Background: an optimization exercise with open tools, aiming at small area and a short achievable clock period. Do not read the settings as production practice.
Function was checked by simulation only, so behaviour that the tests miss may differ from the original.
No activity file was given, so power comes from the tool's default toggle rates.

$ cat flow/run.sh
#!/bin/bash
# synth_recipe.tcl (not shown) runs the flow's synth.tcl, then flattens the netlist and writes it again
# the make line also repeats each setting of config.mk as NAME=value (left out here)
make -C /OpenROAD-flow-scripts/flow DESIGN_CONFIG=/design/flow/config.mk WORK_HOME=/design/flow/orfs CLKGATE_MAP_FILE= SYNTH_SCRIPT=/design/flow/synth_recipe.tcl finish
$ cat flow/design.v
module exec_stage #(
  parameter int N = 24,
  parameter int M = 6
) (
  input  logic                clk,
  input  logic                rst,
  input  logic                en,
  input  logic [N-1:0]        rd1, rd2, rd3, pc, imm,
  input  logic [N*M-1:0]      rdv1, rdv2, rdv3,
  input  logic [N*M-1:0]      Forward1, Forward2, Forward3,
  input  logic                Fa, Fb, Fc,
  input  logic [3:0]          aluControl, Rc, opCode,
  input  logic                immSrc, branchFlag, memWrite, memToReg, regWrite, modeSel,
  input  logic [1:0]          opType,
  output logic [17+2*N*M-1:0] bufferOut
);
  localparam int NM = N * M;
  localparam int BW = 17 + 2 * NM;
  function automatic logic signed [N-1:0] aluLane(input logic [3:0] op,
                                                  input logic [N-1:0] a,
                                                  input logic [N-1:0] b);
    logic signed [N-1:0] r;
    logic [4:0] sh;
    sh = b[4:0];
    r  = '0;
    case (op)
      4'b0000: r = a + b;
      4'b0001: r = a - b;
      4'b0010: r = a & b;
      4'b0011: r = a | b;
      4'b0100: r = a ^ b;
      4'b0101: r = ({27'd0, sh} >= N) ? '0 : (a << sh);
      4'b0110: r = ({27'd0, sh} >= N) ? '0 : (a >> sh);
      4'b0111: r = a * b;
      4'b1000: r = b;
      4'b1001: r = a;
      default: r = '0;
    endcase
    aluLane = r;
  endfunction
  logic [NM-1:0]       opA, opB, opThird, aluResult;
  logic [N-1:0]        cmpB;
  logic signed [N-1:0] cmpDiff;
  logic                isCtrl, zeroFlag, negFlag;
  logic [BW-1:0]       nextBuffer, bufferOut_p1;
  assign isCtrl = (opType == 2'b10);
  always_comb begin
    opA     = '0;
    opB     = '0;
    opThird = '0;
    if (modeSel) begin
      opA     = Fa ? Forward1 : rdv1;
      opB     = immSrc ? {M{imm}} : (Fb ? Forward2 : rdv2);
      opThird = Fc ? Forward3 : rdv3;
    end else begin
      opA[N-1:0]     = Fa ? Forward1[N-1:0] : rd1;
      opB[N-1:0]     = immSrc ? imm : (Fb ? Forward2[N-1:0] : rd2);
      opThird[N-1:0] = Fc ? Forward3[N-1:0] : rd3;
    end
  end
  assign cmpB    = Fb ? Forward2[N-1:0] : (modeSel ? rdv2[N-1:0] : rd2);
  assign cmpDiff = opA[N-1:0] - cmpB;
  always_comb begin
    aluResult = '0;
    if (isCtrl) begin
      aluResult[N-1:0] = pc + imm;
    end else begin
      for (int k = 0; k < M; k++) begin
        if (modeSel || k == 0)
          aluResult[k*N +: N] = aluLane(aluControl, opA[k*N +: N], opB[k*N +: N]);
      end
    end
  end
  assign zeroFlag = isCtrl ? (cmpDiff == '0) : (aluResult == '0);
  assign negFlag  = isCtrl ? cmpDiff[N-1]    : aluResult[N-1];
  assign nextBuffer = {modeSel, opType, opCode, aluResult, zeroFlag, negFlag,
                       branchFlag, memWrite, memToReg, regWrite, Rc,
                       opThird};
  always_ff @(posedge clk) begin
    if (!rst)
      bufferOut_p1 <= '0;
    else if (en)
      bufferOut_p1 <= nextBuffer;
  end
  assign bufferOut = bufferOut_p1;
endmodule
$ cat flow/constraint.sdc
create_clock -name core_clock -period 13.0 [get_ports {clk}]
set_input_delay 2.6000 -clock core_clock [delete_from_list [all_inputs] [get_ports {clk}]]
set_output_delay 2.6000 -clock core_clock [all_outputs]
set_load 0.01 [all_outputs]
$ cat flow/config.mk
export PLATFORM = sky130hd
export DESIGN_NAME = exec_stage
export DESIGN_NICKNAME = exec_stage
export VERILOG_FILES = /design/flow/design.v
export SDC_FILE = /design/flow/constraint.sdc
export NUM_CORES = 4
export LEC_CHECK = 0
export CAP_MARGIN = 20
export CELL_PAD_IN_SITES_DETAIL_PLACEMENT = 2
export CELL_PAD_IN_SITES_GLOBAL_PLACEMENT = 2
export CORE_MARGIN = 2
export CORE_UTILIZATION = 25
export PLACE_DENSITY = 0.45
export SETUP_SLACK_MARGIN = 0.3
export SLEW_MARGIN = 20
==> run summary <==
[layout by cell type, fill, tap and decap left out, drive strengths merged, types with 42 or more instances in the layout]
cell,netlist,routed
fa,1285,1285
or2,76,76
xnor2,469,469
o21ai,664,664
nor2,1913,1913
a31oi,103,103
clkinv,49,54
o211a,51,51
o21a,105,105
o31ai,61,61
nor3,233,233
clkbuf,542,56
a21o,84,84
o2111ai,48,48
ha,982,982
a22oi,125,125
nand2b,113,113
o211ai,180,180
or3,42,42
o221ai,123,123
buf,299,1067
a211oi,149,149
inv,2016,2021
a21oi,632,632
nand3,172,172
mux2i,540,540
clkdlybuf4s50,0,1303
o22ai,211,211
mux2,188,188
and2,90,90
xor2,118,118
nand2,1317,1317
nand4,49,49
dfxtp,305,305
diode,0,63
nor2b,325,325
a221oi,116,116
[through the flow]
stage | TNS, ps | power (mW)
5_1_grt | 0 | 35.28
4_1_cts | 0 | 32.77
3_5_place_dp | -374.9 | 31.19
3_3_place_gp | -247.4 | 30.56
2_1_floorplan | 0 | 17.41
6_report | 0 | 33.13
[path summary, 6_finish.rpt]
check	endpoint	slack (ps)	depth (start not counted)
max	bufferOut_p1[153]$_SDFFE_PN0P_	340	36
min reg2reg	bufferOut_p1[169]$_SDFFE_PN0P_	480	1
max reg2reg	bufferOut_p1[153]$_SDFFE_PN0P_	11910	1
min	bufferOut_p1[169]$_SDFFE_PN0P_	480	1
[worst max-delay path: cells and delay by family]
family | cells | cell delay, ps
buffers and inverters | 11 | 2360
and+or+nand+nor | 8 | 2100
adders and majority gates | 9 | 4240
muxes | 1 | 190
AOI/OAI and AO/OA | 7 | 1710
[routing by layer]
layer | up-vias | share of wire, % | GRT usage, %
li1 | 51190 | - | -
met4 | 66 | 7.9 | 26.46
met3 | 1659 | 7.0 | 7.424
met5 | - | 0.051 | 0
met1 | 65750 | 40 | 49.29
met2 | 5768 | 45 | 64.37
[layout make-up]
| type | instances | area share (%) |
|---|---|---|
| Inverter | 2065 | 5.717 |
| Tap cell | 5734 | 5.277 |
| Multi-Input combinational cell | 11140 | 67.53 |
| Timing Repair Buffer | 2371 | 15.83 |
| Sequential cell | 305 | 4.491 |
| Clock buffer | 55 | 0.8513 |
| Antenna cell | 63 | 0.1160 |
| Clock inverter | 15 | 0.1795 |
[cell families after synthesis]
kind of cell / Yosys count / synth area share, %
simple gates: 4510 / 18.28
compound gates: 3039 / 18.85
buf+inv: 2906 / 10.43
fa+ha+maj: 2267 / 34.98
mux: 730 / 7.037
xor+xnor: 590 / 4.794
flops: 305 / 5.620
[power by group]
part	total [mW]	internal [mW]	switching, mW
registers	1.02	0.988	0.0354
logic	30.8	11.0	19.8
clock network	1.28	0.710	0.571
total	33.1	12.7	20.4
[what timing repair did]
action,4_1_cts,5_1_grt
setup endpoints to repair,0,1
endpoints found under the hold margin,0,0
resized for setup,0,9
==> impl_results.md <==
- Status: complete, no violations
- Post-synth top area cell: fa_1
- Fin. max-slew vios: 0
- Die height: 663.2 um
- Initial antenna violation count: 169
- DP HPWL: 771.6 mm
- Total grt overflow: 0
- Clk buf depth: 3
- Clock buffer count from CTS: 40
- Seq/Total Area, Yosys: 5.620%
- Count leader, synth: inv_1
- TritonCTS sink count: 305
- Seq. cell area: 6106 sq um
- Layout cells sized above 1: 9.989%
- DR pass1 iterations: 8
- Layout overhead on the synthesized area: 25.12%
- Hold buffers post-CTS: 0
- Post-synth EDFFs: 0
- Total Wirelength: 914.4 mm
- DR iter-0 viols: 11730
- CP max stage cell: fa_1
- Layout filler cell count: 50000
- Largest Register: bufferOut_p1
- Synth area leaders: fa_1, ha_1, inv_1, nor2_1, dfxtp_1
- Clk latency of the worst-skew pair: 620 ps
- Average size of a mapped cell: 7.573 sq um
- LEAKAGE: 61.42 nW
- CTS H-tree lvls: 2
- Slew margin rel.: 8.385%
- Mapped cell area: 108700 sq um
- Reg-to-reg startpoint: bufferOut_p1[153]$_SDFFE_PN0P_
- CP Data Required Time: 13650 ps
- Residual DRC: 0
- Yosys warns: 1
- CP Launch Type: input port
- Placed Instances: 21610
- Fin. Hold Viols: 0
- Max-cap violations: 0
- CP dominant cell by count: fa_1
- Via/cell ratio: 5.723
- Clock transition at the registers of the reported paths: 60 ps
- Final Util: 31.35%
- Final instance area: 135900 sq um
- Dpl ws: -374.9 ps
- Main flop type after synthesis: dfxtp_1
- PwrDens: 243.7 nW/um^2
- Worst setup EP type: register
- Synth top area share: 23.68%
- Hold Crit Start: bufferOut_p1[169]$_SDFFE_PN0P_
- Full die area: 439900 sq um
- Finish-stage setup viols: 0
- Antenna-violating nets left: 0
- Syn_nets: 17620
- Max reg flops: 305
- Dpl cell area: 134300 sq um
- Hold WC Path Type: register to register
- Max Freq: 78.98 MHz
- Area of the core: 433600 sq um
- Buffers added on ports: 1314
- RSZ-0062 raised after global routing: false
- Synth cell types: 108
- # rows: 242
- Clock Skew: 0 ps
- TritonCTS clock tree: built
- Nets: 19200
- Hold WS: 481.2 ps
- Die W: 663.2 um
- Initial core utilization: 25.06%
- CP Launch Point: immSrc
- Crit Path Class: input port to register
- Final period utilization: 97.40%
- Fin crit period: 12660 ps
- Total track usage: 40.19%
- Worst slew pin tran: 1360 ps
- Setup bufs post-CTS: 0
- Final non-filler cell total: 21740
- Critical path arrival: 13310 ps
- CP max FO: 33
- Biggest regs: bufferOut_p1 (305)
- Worst vdd ir: 673.5 uV
- Global-route wire length before repair: 1216 mm
- Total number of vias: 124400
- DR WL/cell: 42.05 um
- Setup WS post-layout: 338.2 ps
- Synth Register Bits: 305
- Mapped Cells: 14350
- Gp weighted congestion: 1.047
- Multi-input logic area: 91810 sq um
- CTS Root Cell: clkbuf_16
- Vias in the first global route: 133700
- Largest net degree at the start of global routing: 85
- Max incr delay on CP: 550 ps
- Ranking of synthesized cells by instance count: inv_1, nor2_1, nand2_1, fa_1, ha_1
- I/O Pins: 1315
- Asr flop ratio synth: 0%

-- static timing again, ports no longer ideal --
In the flow no input, the clock included, has a driving cell. The finished layout below was timed again as built, in two steps.
Step 1 sets driving cells, clkbuf_16 on the clock port and buf_2 on the other inputs (assumed; they add their load-dependent delay and slew).
Step 2 also shifts input and output timing later by t, the mid clock arrival at the registers, as if the neighbouring blocks saw the same clock.
Slacks: no drivers / after step 1 / after step 2; pairs: no drivers / after step 1.
t (ns): 0.774
setup slack, ns: 0.338 / 0.389 / -0.385
worst hold slack (ns): 0.481 / 0.481 / 0.481
With both steps, setup timing fails in this run, where it was met with ideal ports. For this run, drivers alone change the setup slack by +0.051 ns; drivers and shift together by -0.723 ns.
